What follows belongs to an exercise in optimizing a design on an open flow for small area and a short achievable clock period; a production flow would make more cautious choices.
The RTL of this run was laid out without a check of its function.
Power and IR drop assume default switching activity.

===== flow/flow/run.sh =====
#!/bin/bash
# standard layout, with plain buf_1 cells as the port buffers
set -euo pipefail
export BUFFER_PORTS_ARGS="-buffer_cell sky130_fd_sc_hd__buf_1"
bash standard.sh > standard.log 2>&1

===== flow/standard.sh =====
#!/bin/bash
# synth_recipe.tcl (not shown) runs the flow's synth.tcl, then flattens the netlist and writes it again
# the make line also repeats each setting of config.mk as NAME=value (left out here)
make -C /OpenROAD-flow-scripts/flow DESIGN_CONFIG=/design/flow/config.mk WORK_HOME=/design/flow/orfs CLKGATE_MAP_FILE= SYNTH_SCRIPT=/design/flow/synth_recipe.tcl "${@:-finish}"

===== flow/config.mk =====
export PLATFORM = sky130hd
export DESIGN_NAME = matvec_alu_top
export DESIGN_NICKNAME = matvec_alu_top
export VERILOG_FILES = /design/flow/design.v
export SDC_FILE = /design/flow/constraint.sdc
export NUM_CORES = 4
export LEC_CHECK = 0
export CAP_MARGIN = 20
export CORE_MARGIN = 2
export CORE_UTILIZATION = 40
export SETUP_SLACK_MARGIN = 1.6
export SLEW_MARGIN = 20

===== flow/constraint.sdc =====
create_clock -name core_clock -period 5.2 [get_ports {clk}]
set_input_delay 1.0400 -clock core_clock [delete_from_list [all_inputs] [get_ports {clk}]]
set_output_delay 1.0400 -clock core_clock [all_outputs]
set_load 0.01 [all_outputs]

===== flow/design.v =====
`default_nettype none
package alu_fmt_pkg;
    localparam int lane_count = 4;
    localparam int opnd_w = 8;
    localparam int prod_w = 16;
    localparam int res_w = 26;
endpackage
`default_nettype wire
`default_nettype none
module mul8s (
    input  logic [7:0]  a,
    input  logic [3:0]  one,
    input  logic [3:0]  two,
    input  logic [3:0]  neg,
    output logic [15:0] p
);
    logic pp1, pp2, pp3, pp4, pp5, pp6, pp7, pp8, pp9, pp10, pp11, pp12, pp13, pp14, pp15, pp16, pp17, pp18, pp19, pp20, pp21, pp22, pp23, pp24, pp25, pp26, pp27, pp28, pp29, pp30, pp31, pp32, pp33, pp34, pp35, pp36, s37, c38, s39, c40, s41, c42, s43, c44, s45, c46, s47, c48, s49, c50, s51, c52, s53, c54, s55, c56, s57, c58, s59, c60, s61, c62, s63, c64, s65, c66, s67, c68, s69, c70, s71, c72, s73, c74, s75, c76, s77, c78, s79, c80, s81, c82, s83, c84;
    logic [15:0] r0, r1;
    assign pp1 = ((one[0] & a[0])) ^ neg[0];
    assign pp2 = ((one[0] & a[1]) | (two[0] & a[0])) ^ neg[0];
    assign pp3 = ((one[0] & a[2]) | (two[0] & a[1])) ^ neg[0];
    assign pp4 = ((one[0] & a[3]) | (two[0] & a[2])) ^ neg[0];
    assign pp5 = ((one[0] & a[4]) | (two[0] & a[3])) ^ neg[0];
    assign pp6 = ((one[0] & a[5]) | (two[0] & a[4])) ^ neg[0];
    assign pp7 = ((one[0] & a[6]) | (two[0] & a[5])) ^ neg[0];
    assign pp8 = ((one[0] & a[7]) | (two[0] & a[6])) ^ neg[0];
    assign pp9 = ~(((one[0] & a[7]) | (two[0] & a[7])) ^ neg[0]);
    assign pp10 = ((one[1] & a[0])) ^ neg[1];
    assign pp11 = ((one[1] & a[1]) | (two[1] & a[0])) ^ neg[1];
    assign pp12 = ((one[1] & a[2]) | (two[1] & a[1])) ^ neg[1];
    assign pp13 = ((one[1] & a[3]) | (two[1] & a[2])) ^ neg[1];
    assign pp14 = ((one[1] & a[4]) | (two[1] & a[3])) ^ neg[1];
    assign pp15 = ((one[1] & a[5]) | (two[1] & a[4])) ^ neg[1];
    assign pp16 = ((one[1] & a[6]) | (two[1] & a[5])) ^ neg[1];
    assign pp17 = ((one[1] & a[7]) | (two[1] & a[6])) ^ neg[1];
    assign pp18 = ~(((one[1] & a[7]) | (two[1] & a[7])) ^ neg[1]);
    assign pp19 = ((one[2] & a[0])) ^ neg[2];
    assign pp20 = ((one[2] & a[1]) | (two[2] & a[0])) ^ neg[2];
    assign pp21 = ((one[2] & a[2]) | (two[2] & a[1])) ^ neg[2];
    assign pp22 = ((one[2] & a[3]) | (two[2] & a[2])) ^ neg[2];
    assign pp23 = ((one[2] & a[4]) | (two[2] & a[3])) ^ neg[2];
    assign pp24 = ((one[2] & a[5]) | (two[2] & a[4])) ^ neg[2];
    assign pp25 = ((one[2] & a[6]) | (two[2] & a[5])) ^ neg[2];
    assign pp26 = ((one[2] & a[7]) | (two[2] & a[6])) ^ neg[2];
    assign pp27 = ~(((one[2] & a[7]) | (two[2] & a[7])) ^ neg[2]);
    assign pp28 = ((one[3] & a[0])) ^ neg[3];
    assign pp29 = ((one[3] & a[1]) | (two[3] & a[0])) ^ neg[3];
    assign pp30 = ((one[3] & a[2]) | (two[3] & a[1])) ^ neg[3];
    assign pp31 = ((one[3] & a[3]) | (two[3] & a[2])) ^ neg[3];
    assign pp32 = ((one[3] & a[4]) | (two[3] & a[3])) ^ neg[3];
    assign pp33 = ((one[3] & a[5]) | (two[3] & a[4])) ^ neg[3];
    assign pp34 = ((one[3] & a[6]) | (two[3] & a[5])) ^ neg[3];
    assign pp35 = ((one[3] & a[7]) | (two[3] & a[6])) ^ neg[3];
    assign pp36 = ~(((one[3] & a[7]) | (two[3] & a[7])) ^ neg[3]);
    assign {c38, s37} = neg[3] + pp7;
    assign {c40, s39} = pp8 + pp15;
    assign {c42, s41} = 1'b1 + pp9 + pp16;
    assign {c44, s43} = 1'b1 + pp17;
    assign {c46, s45} = neg[2] + pp5;
    assign {c48, s47} = pp6 + pp13;
    assign {c50, s49} = pp14 + pp21 + pp28;
    assign {c52, s51} = pp22 + pp29 + c38;
    assign {c54, s53} = pp23 + pp30 + c40;
    assign {c56, s55} = pp24 + pp31 + s43;
    assign {c58, s57} = pp18 + pp25 + pp32;
    assign {c60, s59} = 1'b1 + pp26;
    assign {c62, s61} = neg[1] + pp3;
    assign {c64, s63} = pp4 + pp11;
    assign {c66, s65} = pp12 + pp19 + s45;
    assign {c68, s67} = pp20 + c46 + s47;
    assign {c70, s69} = c48 + s37 + s49;
    assign {c72, s71} = s39 + c50 + s51;
    assign {c74, s73} = s41 + c52 + s53;
    assign {c76, s75} = c42 + c54 + s55;
    assign {c78, s77} = c44 + s57 + c56;
    assign {c80, s79} = pp33 + s59 + c58;
    assign {c82, s81} = pp27 + pp34 + c60;
    assign {c84, s83} = 1'b1 + pp35;
    assign r0 = {1'b1, c84, c82, c80, c78, c76, c74, c72, c70, c68, c66, c64, c62, s61, pp2, neg[0]};
    assign r1 = {1'b0, pp36, s83, s81, s79, s77, s75, s73, s71, s69, s67, s65, s63, pp10, 1'b0, pp1};
    logic [15:0] cp, cg, cc;
    assign cp = r0 ^ r1;
    assign cg = r0 & r1;
    logic kg1, kp1;
    assign kg1 = cg[1] | (cp[1] & cg[0]);
    assign kp1 = cp[1] & cp[0];
    logic kg2, kp2;
    assign kg2 = cg[2] | (cp[2] & cg[1]);
    assign kp2 = cp[2] & cp[1];
    logic kg3, kp3;
    assign kg3 = cg[3] | (cp[3] & cg[2]);
    assign kp3 = cp[3] & cp[2];
    logic kg4, kp4;
    assign kg4 = cg[4] | (cp[4] & cg[3]);
    assign kp4 = cp[4] & cp[3];
    logic kg5, kp5;
    assign kg5 = cg[5] | (cp[5] & cg[4]);
    assign kp5 = cp[5] & cp[4];
    logic kg6, kp6;
    assign kg6 = cg[6] | (cp[6] & cg[5]);
    assign kp6 = cp[6] & cp[5];
    logic kg7, kp7;
    assign kg7 = cg[7] | (cp[7] & cg[6]);
    assign kp7 = cp[7] & cp[6];
    logic kg8, kp8;
    assign kg8 = cg[8] | (cp[8] & cg[7]);
    assign kp8 = cp[8] & cp[7];
    logic kg9, kp9;
    assign kg9 = cg[9] | (cp[9] & cg[8]);
    assign kp9 = cp[9] & cp[8];
    logic kg10, kp10;
    assign kg10 = cg[10] | (cp[10] & cg[9]);
    assign kp10 = cp[10] & cp[9];
    logic kg11, kp11;
    assign kg11 = cg[11] | (cp[11] & cg[10]);
    assign kp11 = cp[11] & cp[10];
    logic kg12, kp12;
    assign kg12 = cg[12] | (cp[12] & cg[11]);
    assign kp12 = cp[12] & cp[11];
    logic kg13, kp13;
    assign kg13 = cg[13] | (cp[13] & cg[12]);
    assign kp13 = cp[13] & cp[12];
    logic kg14, kp14;
    assign kg14 = cg[14] | (cp[14] & cg[13]);
    assign kp14 = cp[14] & cp[13];
    logic kg15, kp15;
    assign kg15 = cg[15] | (cp[15] & cg[14]);
    assign kp15 = cp[15] & cp[14];
    logic kg16, kp16;
    assign kg16 = kg2 | (kp2 & cg[0]);
    assign kp16 = kp2 & cp[0];
    logic kg17, kp17;
    assign kg17 = kg3 | (kp3 & kg1);
    assign kp17 = kp3 & kp1;
    logic kg18, kp18;
    assign kg18 = kg4 | (kp4 & kg2);
    assign kp18 = kp4 & kp2;
    logic kg19, kp19;
    assign kg19 = kg5 | (kp5 & kg3);
    assign kp19 = kp5 & kp3;
    logic kg20, kp20;
    assign kg20 = kg6 | (kp6 & kg4);
    assign kp20 = kp6 & kp4;
    logic kg21, kp21;
    assign kg21 = kg7 | (kp7 & kg5);
    assign kp21 = kp7 & kp5;
    logic kg22, kp22;
    assign kg22 = kg8 | (kp8 & kg6);
    assign kp22 = kp8 & kp6;
    logic kg23, kp23;
    assign kg23 = kg9 | (kp9 & kg7);
    assign kp23 = kp9 & kp7;
    logic kg24, kp24;
    assign kg24 = kg10 | (kp10 & kg8);
    assign kp24 = kp10 & kp8;
    logic kg25, kp25;
    assign kg25 = kg11 | (kp11 & kg9);
    assign kp25 = kp11 & kp9;
    logic kg26, kp26;
    assign kg26 = kg12 | (kp12 & kg10);
    assign kp26 = kp12 & kp10;
    logic kg27, kp27;
    assign kg27 = kg13 | (kp13 & kg11);
    assign kp27 = kp13 & kp11;
    logic kg28, kp28;
    assign kg28 = kg14 | (kp14 & kg12);
    assign kp28 = kp14 & kp12;
    logic kg29, kp29;
    assign kg29 = kg15 | (kp15 & kg13);
    assign kp29 = kp15 & kp13;
    logic kg30, kp30;
    assign kg30 = kg18 | (kp18 & cg[0]);
    assign kp30 = kp18 & cp[0];
    logic kg31, kp31;
    assign kg31 = kg19 | (kp19 & kg1);
    assign kp31 = kp19 & kp1;
    logic kg32, kp32;
    assign kg32 = kg20 | (kp20 & kg16);
    assign kp32 = kp20 & kp16;
    logic kg33, kp33;
    assign kg33 = kg21 | (kp21 & kg17);
    assign kp33 = kp21 & kp17;
    logic kg34, kp34;
    assign kg34 = kg22 | (kp22 & kg18);
    assign kp34 = kp22 & kp18;
    logic kg35, kp35;
    assign kg35 = kg23 | (kp23 & kg19);
    assign kp35 = kp23 & kp19;
    logic kg36, kp36;
    assign kg36 = kg24 | (kp24 & kg20);
    assign kp36 = kp24 & kp20;
    logic kg37, kp37;
    assign kg37 = kg25 | (kp25 & kg21);
    assign kp37 = kp25 & kp21;
    logic kg38, kp38;
    assign kg38 = kg26 | (kp26 & kg22);
    assign kp38 = kp26 & kp22;
    logic kg39, kp39;
    assign kg39 = kg27 | (kp27 & kg23);
    assign kp39 = kp27 & kp23;
    logic kg40, kp40;
    assign kg40 = kg28 | (kp28 & kg24);
    assign kp40 = kp28 & kp24;
    logic kg41, kp41;
    assign kg41 = kg29 | (kp29 & kg25);
    assign kp41 = kp29 & kp25;
    logic kg42, kp42;
    assign kg42 = kg34 | (kp34 & cg[0]);
    assign kp42 = kp34 & cp[0];
    logic kg43, kp43;
    assign kg43 = kg35 | (kp35 & kg1);
    assign kp43 = kp35 & kp1;
    logic kg44, kp44;
    assign kg44 = kg36 | (kp36 & kg16);
    assign kp44 = kp36 & kp16;
    logic kg45, kp45;
    assign kg45 = kg37 | (kp37 & kg17);
    assign kp45 = kp37 & kp17;
    logic kg46, kp46;
    assign kg46 = kg38 | (kp38 & kg30);
    assign kp46 = kp38 & kp30;
    logic kg47, kp47;
    assign kg47 = kg39 | (kp39 & kg31);
    assign kp47 = kp39 & kp31;
    logic kg48, kp48;
    assign kg48 = kg40 | (kp40 & kg32);
    assign kp48 = kp40 & kp32;
    logic kg49, kp49;
    assign kg49 = kg41 | (kp41 & kg33);
    assign kp49 = kp41 & kp33;
    assign cc[0] = 1'b0;
    assign cc[1] = cg[0];
    assign cc[2] = kg1;
    assign cc[3] = kg16;
    assign cc[4] = kg17;
    assign cc[5] = kg30;
    assign cc[6] = kg31;
    assign cc[7] = kg32;
    assign cc[8] = kg33;
    assign cc[9] = kg42;
    assign cc[10] = kg43;
    assign cc[11] = kg44;
    assign cc[12] = kg45;
    assign cc[13] = kg46;
    assign cc[14] = kg47;
    assign cc[15] = kg48;
    assign p = cp ^ cc;
endmodule
module booth_enc (
    input  logic [7:0] x,
    output logic [3:0] one,
    output logic [3:0] two,
    output logic [3:0] neg
);
    logic [8:0] xe;
    assign xe = {x, 1'b0};
    always_comb begin
        for (int j = 0; j < 4; j++) begin
            one[j] = xe[2*j+1] ^ xe[2*j];
            two[j] = (xe[2*j+2] & ~xe[2*j+1] & ~xe[2*j]) | (~xe[2*j+2] & xe[2*j+1] & xe[2*j]);
            neg[j] = xe[2*j+2];
        end
    end
endmodule
`default_nettype wire
`default_nettype none
module sum4g (
    input  logic [15:0] t0,
    input  logic [15:0] t1,
    input  logic [15:0] t2,
    input  logic [15:0] t3,
    input  logic [3:0]  e,
    output logic [17:0] y
);
    logic g1, g2, g3, g4, g5, g6, g7, g8, g9, g10, g11, g12, g13, g14, g15, g16, g17, g18, g19, g20, g21, g22, g23, g24, g25, g26, g27, g28, g29, g30, g31, g32, g33, g34, g35, g36, g37, g38, g39, g40, g41, g42, g43, g44, g45, g46, g47, g48, g49, g50, g51, g52, g53, g54, g55, g56, g57, g58, g59, g60, g61, g62, g63, g64, s65, c66, s67, c68, s69, c70, s71, c72, s73, c74, s75, c76, s77, c78, s79, c80, s81, c82, s83, c84, s85, c86, s87, c88, s89, c90, s91, c92, s93, c94, s95, c96, s97, c98, s99, c100, s101, c102, s103, c104, s105, c106, s107, c108, s109, c110, s111, c112, s113, c114, s115, c116, s117, c118, s119, c120, s121, c122, s123, c124, s125, c126, s127, c128;
    logic [17:0] r0, r1;
    assign g1 = e[0] & t0[0];
    assign g2 = e[0] & t0[1];
    assign g3 = e[0] & t0[2];
    assign g4 = e[0] & t0[3];
    assign g5 = e[0] & t0[4];
    assign g6 = e[0] & t0[5];
    assign g7 = e[0] & t0[6];
    assign g8 = e[0] & t0[7];
    assign g9 = e[0] & t0[8];
    assign g10 = e[0] & t0[9];
    assign g11 = e[0] & t0[10];
    assign g12 = e[0] & t0[11];
    assign g13 = e[0] & t0[12];
    assign g14 = e[0] & t0[13];
    assign g15 = e[0] & t0[14];
    assign g16 = ~(e[0] & t0[15]);
    assign g17 = e[1] & t1[0];
    assign g18 = e[1] & t1[1];
    assign g19 = e[1] & t1[2];
    assign g20 = e[1] & t1[3];
    assign g21 = e[1] & t1[4];
    assign g22 = e[1] & t1[5];
    assign g23 = e[1] & t1[6];
    assign g24 = e[1] & t1[7];
    assign g25 = e[1] & t1[8];
    assign g26 = e[1] & t1[9];
    assign g27 = e[1] & t1[10];
    assign g28 = e[1] & t1[11];
    assign g29 = e[1] & t1[12];
    assign g30 = e[1] & t1[13];
    assign g31 = e[1] & t1[14];
    assign g32 = ~(e[1] & t1[15]);
    assign g33 = e[2] & t2[0];
    assign g34 = e[2] & t2[1];
    assign g35 = e[2] & t2[2];
    assign g36 = e[2] & t2[3];
    assign g37 = e[2] & t2[4];
    assign g38 = e[2] & t2[5];
    assign g39 = e[2] & t2[6];
    assign g40 = e[2] & t2[7];
    assign g41 = e[2] & t2[8];
    assign g42 = e[2] & t2[9];
    assign g43 = e[2] & t2[10];
    assign g44 = e[2] & t2[11];
    assign g45 = e[2] & t2[12];
    assign g46 = e[2] & t2[13];
    assign g47 = e[2] & t2[14];
    assign g48 = ~(e[2] & t2[15]);
    assign g49 = e[3] & t3[0];
    assign g50 = e[3] & t3[1];
    assign g51 = e[3] & t3[2];
    assign g52 = e[3] & t3[3];
    assign g53 = e[3] & t3[4];
    assign g54 = e[3] & t3[5];
    assign g55 = e[3] & t3[6];
    assign g56 = e[3] & t3[7];
    assign g57 = e[3] & t3[8];
    assign g58 = e[3] & t3[9];
    assign g59 = e[3] & t3[10];
    assign g60 = e[3] & t3[11];
    assign g61 = e[3] & t3[12];
    assign g62 = e[3] & t3[13];
    assign g63 = e[3] & t3[14];
    assign g64 = ~(e[3] & t3[15]);
    assign {c66, s65} = g1 + g17;
    assign {c68, s67} = g2 + g18 + g34;
    assign {c70, s69} = g3 + g19 + g35;
    assign {c72, s71} = g4 + g20 + g36;
    assign {c74, s73} = g5 + g21 + g37;
    assign {c76, s75} = g6 + g22 + g38;
    assign {c78, s77} = g7 + g23 + g39;
    assign {c80, s79} = g8 + g24 + g40;
    assign {c82, s81} = g9 + g25 + g41;
    assign {c84, s83} = g10 + g26 + g42;
    assign {c86, s85} = g11 + g27 + g43;
    assign {c88, s87} = g12 + g28 + g44;
    assign {c90, s89} = g13 + g29 + g45;
    assign {c92, s91} = g14 + g30 + g46;
    assign {c94, s93} = g15 + g31 + g47;
    assign {c96, s95} = g16 + g32 + g48;
    assign {c98, s97} = g33 + g49;
    assign {c100, s99} = g50 + c66 + s67;
    assign {c102, s101} = g51 + c68 + s69;
    assign {c104, s103} = g52 + c70 + s71;
    assign {c106, s105} = g53 + c72 + s73;
    assign {c108, s107} = g54 + c74 + s75;
    assign {c110, s109} = g55 + c76 + s77;
    assign {c112, s111} = g56 + c78 + s79;
    assign {c114, s113} = g57 + c80 + s81;
    assign {c116, s115} = g58 + c82 + s83;
    assign {c118, s117} = g59 + c84 + s85;
    assign {c120, s119} = g60 + c86 + s87;
    assign {c122, s121} = g61 + c88 + s89;
    assign {c124, s123} = g62 + c90 + s91;
    assign {c126, s125} = g63 + c92 + s93;
    assign {c128, s127} = g64 + c94 + s95;
    assign r0 = {1'b1, c128, c126, c124, c122, c120, c118, c116, c114, c112, c110, c108, c106, c104, c102, c100, c98, s97};
    assign r1 = {1'b0, c96, s127, s125, s123, s121, s119, s117, s115, s113, s111, s109, s107, s105, s103, s101, s99, s65};
    logic [17:0] cp, cg, cc;
    assign cp = r0 ^ r1;
    assign cg = r0 & r1;
    logic kg1, kp1;
    assign kg1 = cg[1] | (cp[1] & cg[0]);
    assign kp1 = cp[1] & cp[0];
    logic kg2, kp2;
    assign kg2 = cg[2] | (cp[2] & cg[1]);
    assign kp2 = cp[2] & cp[1];
    logic kg3, kp3;
    assign kg3 = cg[3] | (cp[3] & cg[2]);
    assign kp3 = cp[3] & cp[2];
    logic kg4, kp4;
    assign kg4 = cg[4] | (cp[4] & cg[3]);
    assign kp4 = cp[4] & cp[3];
    logic kg5, kp5;
    assign kg5 = cg[5] | (cp[5] & cg[4]);
    assign kp5 = cp[5] & cp[4];
    logic kg6, kp6;
    assign kg6 = cg[6] | (cp[6] & cg[5]);
    assign kp6 = cp[6] & cp[5];
    logic kg7, kp7;
    assign kg7 = cg[7] | (cp[7] & cg[6]);
    assign kp7 = cp[7] & cp[6];
    logic kg8, kp8;
    assign kg8 = cg[8] | (cp[8] & cg[7]);
    assign kp8 = cp[8] & cp[7];
    logic kg9, kp9;
    assign kg9 = cg[9] | (cp[9] & cg[8]);
    assign kp9 = cp[9] & cp[8];
    logic kg10, kp10;
    assign kg10 = cg[10] | (cp[10] & cg[9]);
    assign kp10 = cp[10] & cp[9];
    logic kg11, kp11;
    assign kg11 = cg[11] | (cp[11] & cg[10]);
    assign kp11 = cp[11] & cp[10];
    logic kg12, kp12;
    assign kg12 = cg[12] | (cp[12] & cg[11]);
    assign kp12 = cp[12] & cp[11];
    logic kg13, kp13;
    assign kg13 = cg[13] | (cp[13] & cg[12]);
    assign kp13 = cp[13] & cp[12];
    logic kg14, kp14;
    assign kg14 = cg[14] | (cp[14] & cg[13]);
    assign kp14 = cp[14] & cp[13];
    logic kg15, kp15;
    assign kg15 = cg[15] | (cp[15] & cg[14]);
    assign kp15 = cp[15] & cp[14];
    logic kg16, kp16;
    assign kg16 = cg[16] | (cp[16] & cg[15]);
    assign kp16 = cp[16] & cp[15];
    logic kg17, kp17;
    assign kg17 = cg[17] | (cp[17] & cg[16]);
    assign kp17 = cp[17] & cp[16];
    logic kg18, kp18;
    assign kg18 = kg2 | (kp2 & cg[0]);
    assign kp18 = kp2 & cp[0];
    logic kg19, kp19;
    assign kg19 = kg3 | (kp3 & kg1);
    assign kp19 = kp3 & kp1;
    logic kg20, kp20;
    assign kg20 = kg4 | (kp4 & kg2);
    assign kp20 = kp4 & kp2;
    logic kg21, kp21;
    assign kg21 = kg5 | (kp5 & kg3);
    assign kp21 = kp5 & kp3;
    logic kg22, kp22;
    assign kg22 = kg6 | (kp6 & kg4);
    assign kp22 = kp6 & kp4;
    logic kg23, kp23;
    assign kg23 = kg7 | (kp7 & kg5);
    assign kp23 = kp7 & kp5;
    logic kg24, kp24;
    assign kg24 = kg8 | (kp8 & kg6);
    assign kp24 = kp8 & kp6;
    logic kg25, kp25;
    assign kg25 = kg9 | (kp9 & kg7);
    assign kp25 = kp9 & kp7;
    logic kg26, kp26;
    assign kg26 = kg10 | (kp10 & kg8);
    assign kp26 = kp10 & kp8;
    logic kg27, kp27;
    assign kg27 = kg11 | (kp11 & kg9);
    assign kp27 = kp11 & kp9;
    logic kg28, kp28;
    assign kg28 = kg12 | (kp12 & kg10);
    assign kp28 = kp12 & kp10;
    logic kg29, kp29;
    assign kg29 = kg13 | (kp13 & kg11);
    assign kp29 = kp13 & kp11;
    logic kg30, kp30;
    assign kg30 = kg14 | (kp14 & kg12);
    assign kp30 = kp14 & kp12;
    logic kg31, kp31;
    assign kg31 = kg15 | (kp15 & kg13);
    assign kp31 = kp15 & kp13;
    logic kg32, kp32;
    assign kg32 = kg16 | (kp16 & kg14);
    assign kp32 = kp16 & kp14;
    logic kg33, kp33;
    assign kg33 = kg17 | (kp17 & kg15);
    assign kp33 = kp17 & kp15;
    logic kg34, kp34;
    assign kg34 = kg20 | (kp20 & cg[0]);
    assign kp34 = kp20 & cp[0];
    logic kg35, kp35;
    assign kg35 = kg21 | (kp21 & kg1);
    assign kp35 = kp21 & kp1;
    logic kg36, kp36;
    assign kg36 = kg22 | (kp22 & kg18);
    assign kp36 = kp22 & kp18;
    logic kg37, kp37;
    assign kg37 = kg23 | (kp23 & kg19);
    assign kp37 = kp23 & kp19;
    logic kg38, kp38;
    assign kg38 = kg24 | (kp24 & kg20);
    assign kp38 = kp24 & kp20;
    logic kg39, kp39;
    assign kg39 = kg25 | (kp25 & kg21);
    assign kp39 = kp25 & kp21;
    logic kg40, kp40;
    assign kg40 = kg26 | (kp26 & kg22);
    assign kp40 = kp26 & kp22;
    logic kg41, kp41;
    assign kg41 = kg27 | (kp27 & kg23);
    assign kp41 = kp27 & kp23;
    logic kg42, kp42;
    assign kg42 = kg28 | (kp28 & kg24);
    assign kp42 = kp28 & kp24;
    logic kg43, kp43;
    assign kg43 = kg29 | (kp29 & kg25);
    assign kp43 = kp29 & kp25;
    logic kg44, kp44;
    assign kg44 = kg30 | (kp30 & kg26);
    assign kp44 = kp30 & kp26;
    logic kg45, kp45;
    assign kg45 = kg31 | (kp31 & kg27);
    assign kp45 = kp31 & kp27;
    logic kg46, kp46;
    assign kg46 = kg32 | (kp32 & kg28);
    assign kp46 = kp32 & kp28;
    logic kg47, kp47;
    assign kg47 = kg33 | (kp33 & kg29);
    assign kp47 = kp33 & kp29;
    logic kg48, kp48;
    assign kg48 = kg38 | (kp38 & cg[0]);
    assign kp48 = kp38 & cp[0];
    logic kg49, kp49;
    assign kg49 = kg39 | (kp39 & kg1);
    assign kp49 = kp39 & kp1;
    logic kg50, kp50;
    assign kg50 = kg40 | (kp40 & kg18);
    assign kp50 = kp40 & kp18;
    logic kg51, kp51;
    assign kg51 = kg41 | (kp41 & kg19);
    assign kp51 = kp41 & kp19;
    logic kg52, kp52;
    assign kg52 = kg42 | (kp42 & kg34);
    assign kp52 = kp42 & kp34;
    logic kg53, kp53;
    assign kg53 = kg43 | (kp43 & kg35);
    assign kp53 = kp43 & kp35;
    logic kg54, kp54;
    assign kg54 = kg44 | (kp44 & kg36);
    assign kp54 = kp44 & kp36;
    logic kg55, kp55;
    assign kg55 = kg45 | (kp45 & kg37);
    assign kp55 = kp45 & kp37;
    logic kg56, kp56;
    assign kg56 = kg46 | (kp46 & kg38);
    assign kp56 = kp46 & kp38;
    logic kg57, kp57;
    assign kg57 = kg47 | (kp47 & kg39);
    assign kp57 = kp47 & kp39;
    logic kg58, kp58;
    assign kg58 = kg56 | (kp56 & cg[0]);
    assign kp58 = kp56 & cp[0];
    logic kg59, kp59;
    assign kg59 = kg57 | (kp57 & kg1);
    assign kp59 = kp57 & kp1;
    assign cc[0] = 1'b0;
    assign cc[1] = cg[0];
    assign cc[2] = kg1;
    assign cc[3] = kg18;
    assign cc[4] = kg19;
    assign cc[5] = kg34;
    assign cc[6] = kg35;
    assign cc[7] = kg36;
    assign cc[8] = kg37;
    assign cc[9] = kg48;
    assign cc[10] = kg49;
    assign cc[11] = kg50;
    assign cc[12] = kg51;
    assign cc[13] = kg52;
    assign cc[14] = kg53;
    assign cc[15] = kg54;
    assign cc[16] = kg55;
    assign cc[17] = kg58;
    assign y = cp ^ cc;
endmodule
module sum2g (
    input  logic [15:0] t0,
    input  logic [15:0] t1,
    input  logic [1:0]  e,
    output logic [16:0] y
);
    logic g1, g2, g3, g4, g5, g6, g7, g8, g9, g10, g11, g12, g13, g14, g15, g16, g17, g18, g19, g20, g21, g22, g23, g24, g25, g26, g27, g28, g29, g30, g31, g32;
    logic [16:0] r0, r1;
    assign g1 = e[0] & t0[0];
    assign g2 = e[0] & t0[1];
    assign g3 = e[0] & t0[2];
    assign g4 = e[0] & t0[3];
    assign g5 = e[0] & t0[4];
    assign g6 = e[0] & t0[5];
    assign g7 = e[0] & t0[6];
    assign g8 = e[0] & t0[7];
    assign g9 = e[0] & t0[8];
    assign g10 = e[0] & t0[9];
    assign g11 = e[0] & t0[10];
    assign g12 = e[0] & t0[11];
    assign g13 = e[0] & t0[12];
    assign g14 = e[0] & t0[13];
    assign g15 = e[0] & t0[14];
    assign g16 = ~(e[0] & t0[15]);
    assign g17 = e[1] & t1[0];
    assign g18 = e[1] & t1[1];
    assign g19 = e[1] & t1[2];
    assign g20 = e[1] & t1[3];
    assign g21 = e[1] & t1[4];
    assign g22 = e[1] & t1[5];
    assign g23 = e[1] & t1[6];
    assign g24 = e[1] & t1[7];
    assign g25 = e[1] & t1[8];
    assign g26 = e[1] & t1[9];
    assign g27 = e[1] & t1[10];
    assign g28 = e[1] & t1[11];
    assign g29 = e[1] & t1[12];
    assign g30 = e[1] & t1[13];
    assign g31 = e[1] & t1[14];
    assign g32 = ~(e[1] & t1[15]);
    assign r0 = {1'b1, g16, g15, g14, g13, g12, g11, g10, g9, g8, g7, g6, g5, g4, g3, g2, g1};
    assign r1 = {1'b0, g32, g31, g30, g29, g28, g27, g26, g25, g24, g23, g22, g21, g20, g19, g18, g17};
    logic [16:0] cp, cg, cc;
    assign cp = r0 ^ r1;
    assign cg = r0 & r1;
    logic kg1, kp1;
    assign kg1 = cg[1] | (cp[1] & cg[0]);
    assign kp1 = cp[1] & cp[0];
    logic kg2, kp2;
    assign kg2 = cg[3] | (cp[3] & cg[2]);
    assign kp2 = cp[3] & cp[2];
    logic kg3, kp3;
    assign kg3 = cg[5] | (cp[5] & cg[4]);
    assign kp3 = cp[5] & cp[4];
    logic kg4, kp4;
    assign kg4 = cg[7] | (cp[7] & cg[6]);
    assign kp4 = cp[7] & cp[6];
    logic kg5, kp5;
    assign kg5 = cg[9] | (cp[9] & cg[8]);
    assign kp5 = cp[9] & cp[8];
    logic kg6, kp6;
    assign kg6 = cg[11] | (cp[11] & cg[10]);
    assign kp6 = cp[11] & cp[10];
    logic kg7, kp7;
    assign kg7 = cg[13] | (cp[13] & cg[12]);
    assign kp7 = cp[13] & cp[12];
    logic kg8, kp8;
    assign kg8 = cg[15] | (cp[15] & cg[14]);
    assign kp8 = cp[15] & cp[14];
    logic kg9, kp9;
    assign kg9 = kg2 | (kp2 & kg1);
    assign kp9 = kp2 & kp1;
    logic kg10, kp10;
    assign kg10 = kg4 | (kp4 & kg3);
    assign kp10 = kp4 & kp3;
    logic kg11, kp11;
    assign kg11 = kg6 | (kp6 & kg5);
    assign kp11 = kp6 & kp5;
    logic kg12, kp12;
    assign kg12 = kg8 | (kp8 & kg7);
    assign kp12 = kp8 & kp7;
    logic kg13, kp13;
    assign kg13 = kg10 | (kp10 & kg9);
    assign kp13 = kp10 & kp9;
    logic kg14, kp14;
    assign kg14 = kg12 | (kp12 & kg11);
    assign kp14 = kp12 & kp11;
    logic kg15, kp15;
    assign kg15 = kg14 | (kp14 & kg13);
    assign kp15 = kp14 & kp13;
    logic kg16, kp16;
    assign kg16 = kg11 | (kp11 & kg13);
    assign kp16 = kp11 & kp13;
    logic kg17, kp17;
    assign kg17 = kg3 | (kp3 & kg9);
    assign kp17 = kp3 & kp9;
    logic kg18, kp18;
    assign kg18 = kg5 | (kp5 & kg13);
    assign kp18 = kp5 & kp13;
    logic kg19, kp19;
    assign kg19 = kg7 | (kp7 & kg16);
    assign kp19 = kp7 & kp16;
    logic kg20, kp20;
    assign kg20 = cg[2] | (cp[2] & kg1);
    assign kp20 = cp[2] & kp1;
    logic kg21, kp21;
    assign kg21 = cg[4] | (cp[4] & kg9);
    assign kp21 = cp[4] & kp9;
    logic kg22, kp22;
    assign kg22 = cg[6] | (cp[6] & kg17);
    assign kp22 = cp[6] & kp17;
    logic kg23, kp23;
    assign kg23 = cg[8] | (cp[8] & kg13);
    assign kp23 = cp[8] & kp13;
    logic kg24, kp24;
    assign kg24 = cg[10] | (cp[10] & kg18);
    assign kp24 = cp[10] & kp18;
    logic kg25, kp25;
    assign kg25 = cg[12] | (cp[12] & kg16);
    assign kp25 = cp[12] & kp16;
    logic kg26, kp26;
    assign kg26 = cg[14] | (cp[14] & kg19);
    assign kp26 = cp[14] & kp19;
    logic kg27, kp27;
    assign kg27 = cg[16] | (cp[16] & kg15);
    assign kp27 = cp[16] & kp15;
    assign cc[0] = 1'b0;
    assign cc[1] = cg[0];
    assign cc[2] = kg1;
    assign cc[3] = kg20;
    assign cc[4] = kg9;
    assign cc[5] = kg21;
    assign cc[6] = kg17;
    assign cc[7] = kg22;
    assign cc[8] = kg13;
    assign cc[9] = kg23;
    assign cc[10] = kg18;
    assign cc[11] = kg24;
    assign cc[12] = kg16;
    assign cc[13] = kg25;
    assign cc[14] = kg19;
    assign cc[15] = kg26;
    assign cc[16] = kg15;
    assign y = cp ^ cc;
endmodule
`default_nettype wire
`default_nettype none
module matvec_alu_top (
    input  logic        clk,
    input  logic        rst,
    input  logic        in_valid,
    input  logic [31:0] mat_word,
    input  logic [31:0] vec_word,
    input  logic [2:0]  pattern,
    output logic        out_valid,
    output logic [25:0] res_0,
    output logic [25:0] res_1,
    output logic [25:0] res_2,
    output logic [25:0] res_3
);
    logic        v1, v2;
    logic [2:0]  b1;
    always_ff @(posedge clk or negedge rst) begin
        if (!rst) begin
            v1        <= 1'b0;
            v2        <= 1'b0;
            out_valid <= 1'b0;
        end else begin
            v1        <= in_valid;
            v2        <= v1;
            out_valid <= v2;
        end
    end
    logic [31:0] m1;
    logic [3:0]  e_one [4], e_two [4], e_neg [4];
    logic [3:0]  one1 [4], two1 [4], neg1 [4];
    for (genvar gi = 0; gi < 4; gi++) begin : g_enc
        booth_enc u_enc (.x(vec_word[31-8*gi -: 8]), .one(e_one[gi]), .two(e_two[gi]), .neg(e_neg[gi]));
    end
    always_ff @(posedge clk) begin
        m1 <= mat_word;
        for (int i = 0; i < 4; i++) begin
            one1[i] <= e_one[i];
            two1[i] <= e_two[i];
            neg1[i] <= e_neg[i];
        end
        b1 <= pattern;
    end
    logic [15:0] q [4];
    logic [15:0] p [4];
    logic [3:0]  g;
    logic [2:0]  b2;
    for (genvar gi = 0; gi < 4; gi++) begin : g_mul
        mul8s u_mul (.a(m1[31-8*gi -: 8]), .one(one1[gi]), .two(two1[gi]), .neg(neg1[gi]), .p(q[gi]));
    end
    always_ff @(posedge clk) begin
        for (int i = 0; i < 4; i++) begin
            p[i] <= q[i];
        end
        g  <= {~b1[2], ~b1[1] & ~b1[2], ~b1[1], ~b1[0]};
        b2 <= b1;
    end
    logic [17:0] y_n, y3;
    logic [16:0] u_n, u3;
    logic [15:0] p0_3, p3_3;
    sum4g u_y (.t0(p[1]), .t1(p[0]), .t2(p[2]), .t3(p[3]), .e({g[2:0], 1'b1}), .y(y_n));
    sum2g u_u (.t0(p[2]), .t1(p[3]), .e({g[3], 1'b1}), .y(u_n));
    logic z0n, c1y, c1u, c1p, c2u, c2p, c3p;
    always_ff @(posedge clk) begin
        y3   <= y_n;
        u3   <= u_n;
        p0_3 <= p[0];
        p3_3 <= p[3];
        z0n  <= ~b2[0];
        c1y  <= b2[0];
        c1u  <= ~b2[0] & b2[1];
        c1p  <= ~b2[0] & ~b2[1] & b2[2];
        c2u  <= b2[0] & b2[1];
        c2p  <= b2[2] & (b2[0] ^ b2[1]);
        c3p  <= &b2;
    end
    logic [17:0] s0, s1, s2, s3;
    always_comb begin
        s0 = z0n ? y3 : 18'($signed(p0_3));
        s1 = ({18{c1y}} & y3) | ({18{c1u}} & 18'($signed(u3))) | ({18{c1p}} & 18'($signed(p3_3)));
        s2 = ({18{c2u}} & 18'($signed(u3))) | ({18{c2p}} & 18'($signed(p3_3)));
        s3 = {18{c3p}} & 18'($signed(p3_3));
    end
    assign res_0 = 26'($signed(s0));
    assign res_1 = 26'($signed(s1));
    assign res_2 = 26'($signed(s2));
    assign res_3 = 26'($signed(s3));
endmodule
`default_nettype wire

==> results by group <==
Run status
  – Result of the run: timing/DRC/antenna clean

Global route
  – Residual overflow from global routing: 0
  – Gr usage total: 0.178
  – First-pass GRT wire length: roughly 57,000 microns
  – Number of antenna violations at the first check in global routing: 2
  – Number of global-route vias before repair: around 11k
  – Largest net degree at the start of global routing: 20

Critical path
  – Cells traversed along the worst timing path: a22oi_2, xnor2_1, ha_2, inv_2, fa_1, fa_1, inv_2, ha_4, buf_4, nand4_1, nor2_1, a211o_1, a221oi_2, o21bai_1, a21o_1, xor2_1
  – Critical Setup Path Class: reg -> reg
  – Worst Path Required: 5.63 ns
  – Kind of capture point of the worst setup path: flip-flop
  – Cell at the slowest stage of the critical path: fa_1
  – Kind of cell adding the most delay to the critical path: adder cells
  – Crit path buf inv count: 3
  – Largest fanout on the critical path: 4
  – Critical path arrival: 4.02 ns
  – Sort of element at the start of the critical path: flip-flop
  – Stage delay of the slowest cell on the critical path: around 0.51 ns

Timing
  – Clock skew: between 0.009 and 0.01 ns
  – Tightest Pin Transition: ~0.9 ns
  – Maximum clock frequency: 0.279 GHz
  – Setup repair after global routing missed its margin: true
  – Worst rel slew slack: 0.403
  – Number of hold violations in the final report: 0
  – Setup violation total in the final timing report: 0
  – Tmin final: ~3.6 ns
  – Period Utilization, post-route: 0.690
  – Final count of pins violating max slew: 0
  – Accumulated negative setup slack: 0 ns

Synth
  – Area share of the leading cell type in the synthesized netlist: 0.297
  – Synth Net Count: approximately 1.9k
  – Part of the Yosys area used for sequential elements: 0.302
  – Cell type with the highest aggregate area in the netlist: dfxtp_1
  – Yosys warnings: 14
  – Count of cell types in the netlist: 53
  – Synthesized cell area: ~15,000 sq um
  – Most used standard cells in the synthesized netlist: dfxtp_1 (228), inv_1 (199), ha_1 (125), xor2_1 (114), a22oi_1 (112)
  – Most numerous cell in the Yosys netlist: dfxtp_1
  – Synth area leaders: dfxtp_1 (30%), fa_1 (12%), ha_1 (10%), xor2_1 (6.5%), xnor2_1 (6.1%)
  – Commonest register cell after synthesis: dfxtp_1
  – Synthesized area per cell: roughly 9.5 sq um
  – Post-synthesis cell count: between 1.5k and 2k
  – Number of synthesized flops with an enable pin: 0
  – Proportion of register bits with asynchronous set or reset after synthesis: 0.0130
  – Number of synthesized register bits: around 230

Place
  – GP Congestion: 0.921
  – Sum of net half-perimeters after detailed placement: 29,000 microns
  – Number of port buffers: 174
  – Cell Area, Placed: 16,000 sq um
  – # placed instances: approximately 2.2k

Final layout
  – Diodes inserted: 0
  – Post-route non-filler standard cell count: ~2.2k
  – Util after Layout: 0.461
  – FILL cells: around 3.7k
  – Synthesis-to-finish area growth: 13.4%
  – Post-route standard cell area excluding fillers: roughly 17,000 sq um
  – Total number of nets in the final design: roughly 2.0k
  – Area taken by multi-input logic gates: roughly 9600 sq um
  – Sequential cell area: about 4800 sq um
  – Share of final-layout standard cells stronger than drive strength 1: 0.107

Die
  – DIE WIDTH: approximately 200 microns
  – Die footprint: between 30,000 and 40,000 sq um
  – Top-level I/O count: around 180
  – Chip height: 200 microns
  – Initial Utilization: 0.407
  – Placement row count: 71
  – Placeable Area: approximately 38,000 sq um

Worst hold path
  – Type of the tightest min-delay check: in -> async

Drt
  – Number of antenna-violating nets in the routed design: 0
  – DR iter-0 viols: 594
  – Length of the first detailed-routing pass in iterations: 7
  – Via-per-instance ratio: 5.07
  – Total number of vias: approximately 11k
  – Total DRC errors in the routed layout: 0
  – Post-detailed-route wirelength per cell: approximately 16 microns
  – Total detailed-routing wirelength: 36,000 microns

Pwr
  – Static Leakage: around 0.0076 uW
  – Power Density: around 660 nW/um^2
  – Post-layout total power: between 10,000 and 15,000 uW
  – Maximum VDD drop: about 0.00035 V

Clock network
  – Number of buffers on the longest clock path: 3
  – Clock Tree Root: clkbuf_16
  – Number of clock buffers inserted by TritonCTS: 26
  – TritonCTS clock tree: yes
  – Clock latency reported for the late side of the worst-skew pair: 0.54 ns
  – Deepest level of the CTS H-tree: 1
  – CTS clk-pin slew, worst paths: around 0.06 ns
  – CTS sink count: approximately 230

Run
  – Maxcap violations: 0
final cells by class:
cell class	instances	share of cell area
clock buffer	33	0.0406
timing repair buffer	194	0.0476
sequential	231	0.273
multi-input combinational	1064	0.549
inverter	199	0.0429
tap	511	0.0367
clock inverter	12	0.00977
repair_timing:
item                                    in CTS  in global routing
hold buffers                                 0                  0
endpoints found under the setup margin      11                 26
buffers inserted                             5                 15
resized for setup                           45                 71
pin swaps                                   11                 24
hold endpoints to repair                     0                  0
sequential cells by signal, summed over array words and instances (netlist names), 3 cells and up:
register	flops
p	64
m1	32
y3	18
u3	17
neg1	16
one1	16
p0_3	16
p3_3	16
two1	16
g	4
b1	3
b2	3
cells by family (layout without fill, tap and decap cells):
group,after synthesis,in the layout,share of synthesized area
AO/OA/AOI/OAI,355,355,0.161
buffers and inverters,327,438,0.0905
AND/OR/NAND/NOR,250,250,0.0814
flip-flops,231,231,0.302
XOR/XNOR,221,221,0.126
adder cells (fa/ha/maj),220,220,0.226
multiplexers,18,18,0.0132
worst reg2reg max path: cells and delay by family, from the launching register on:
family,cells,cell delay (ns)
adder cells (fa/ha/maj),4,1.36
AO/OA/AOI/OAI,5,1.09
flip-flops,1,0.36
XOR/XNOR,2,0.28
buffers and inverters,3,0.21
AND/OR/NAND/NOR,2,0.17
layer usage:
| metal | GRT usage | share of wire | vias up |
|---|---|---|---|
| met4 | 0.0491 | 0.023 | 0 |
| met1 | 0.232 | 0.44 | 5458 |
| met2 | 0.307 | 0.48 | 284 |
| met3 | 0.0272 | 0.051 | 51 |
| li1 | - | - | 5591 |
| met5 | 0 | 0 | - |
per-stage QoR:
step / hold slack (ns) / setup slack, ns
after floorplan: 0.323 / 1.61
after global placement: 0.340 / 1.45
after detailed placement: 0.340 / 1.37
after CTS: 0.265 / 1.52
after global routing: 0.284 / 1.49
final: 0.287 / 1.61
report_power, final:
part	leakage [uW]	internal (uW)	switching (uW)
combinational	0.00521	3000	3580
sequential	0.00196	2430	597
clock	0.000422	1110	740
total	0.00760	6540	4920
cell usage in the layout (no fill, tap or decap), drive strengths merged, types with 6 or more instances in the layout:
cell type	synthesis	routed
and2	41	41
fa	95	95
a21oi	62	62
xnor2	107	107
o21ai	58	58
nand2b	19	19
a22o	17	17
a21o	22	22
dfxtp	228	228
nand3	7	7
mux2	18	18
clkbuf	73	33
a31oi	12	12
ha	125	125
a22oi	113	113
inv	199	201
nor2b	10	10
nand3b	13	13
nor2	35	35
nand4	6	6
o21a	16	16
xor2	114	114
buf	55	194
a222oi	16	16
nand2	93	93
nor3	10	10
o31ai	10	10
worst paths after layout:
path | startpoint | endpoint | slack (ns) | cells after the start
worst max-delay path | m1[21] | p[1][13] | 1.61 | 16
worst min-delay path | rst | out_valid | 0.29 | 1
worst max register to register | m1[21] | p[1][13] | 1.61 | 16
worst min register to register | v1 | v2 | 0.35 | 0
max in group asynchronous | rst | v2 | 4.77 | 1
min in group core_clock | v1 | v2 | 0.35 | 0

-- afterwards: timing with drivers on the ports --
In the flow no input, the clock included, has a driving cell. The finished layout below was timed again as built, in two steps. Step 1 assumes that a clkbuf_16 drives the clock port and a buf_2 every other input. Step 2 times the ports against the registers' clock, not the clock port: input delays grow and output delays shrink by t, the midpoint of the rising clock arrivals with the driver on. a / b / c = ideal ports / drivers / drivers and shift; a / b = the first two.
t, ns: 0.589
setup slack, ns: 1.614 / 1.614 / 1.614
clock arrival spread, ns: 0.011 / 0.011
cell pins on the clock port's net: 1
After both steps this run still meets setup and hold. The setup slack of this run moves by 0.000 ns with the drivers and by 0.000 ns with both steps.
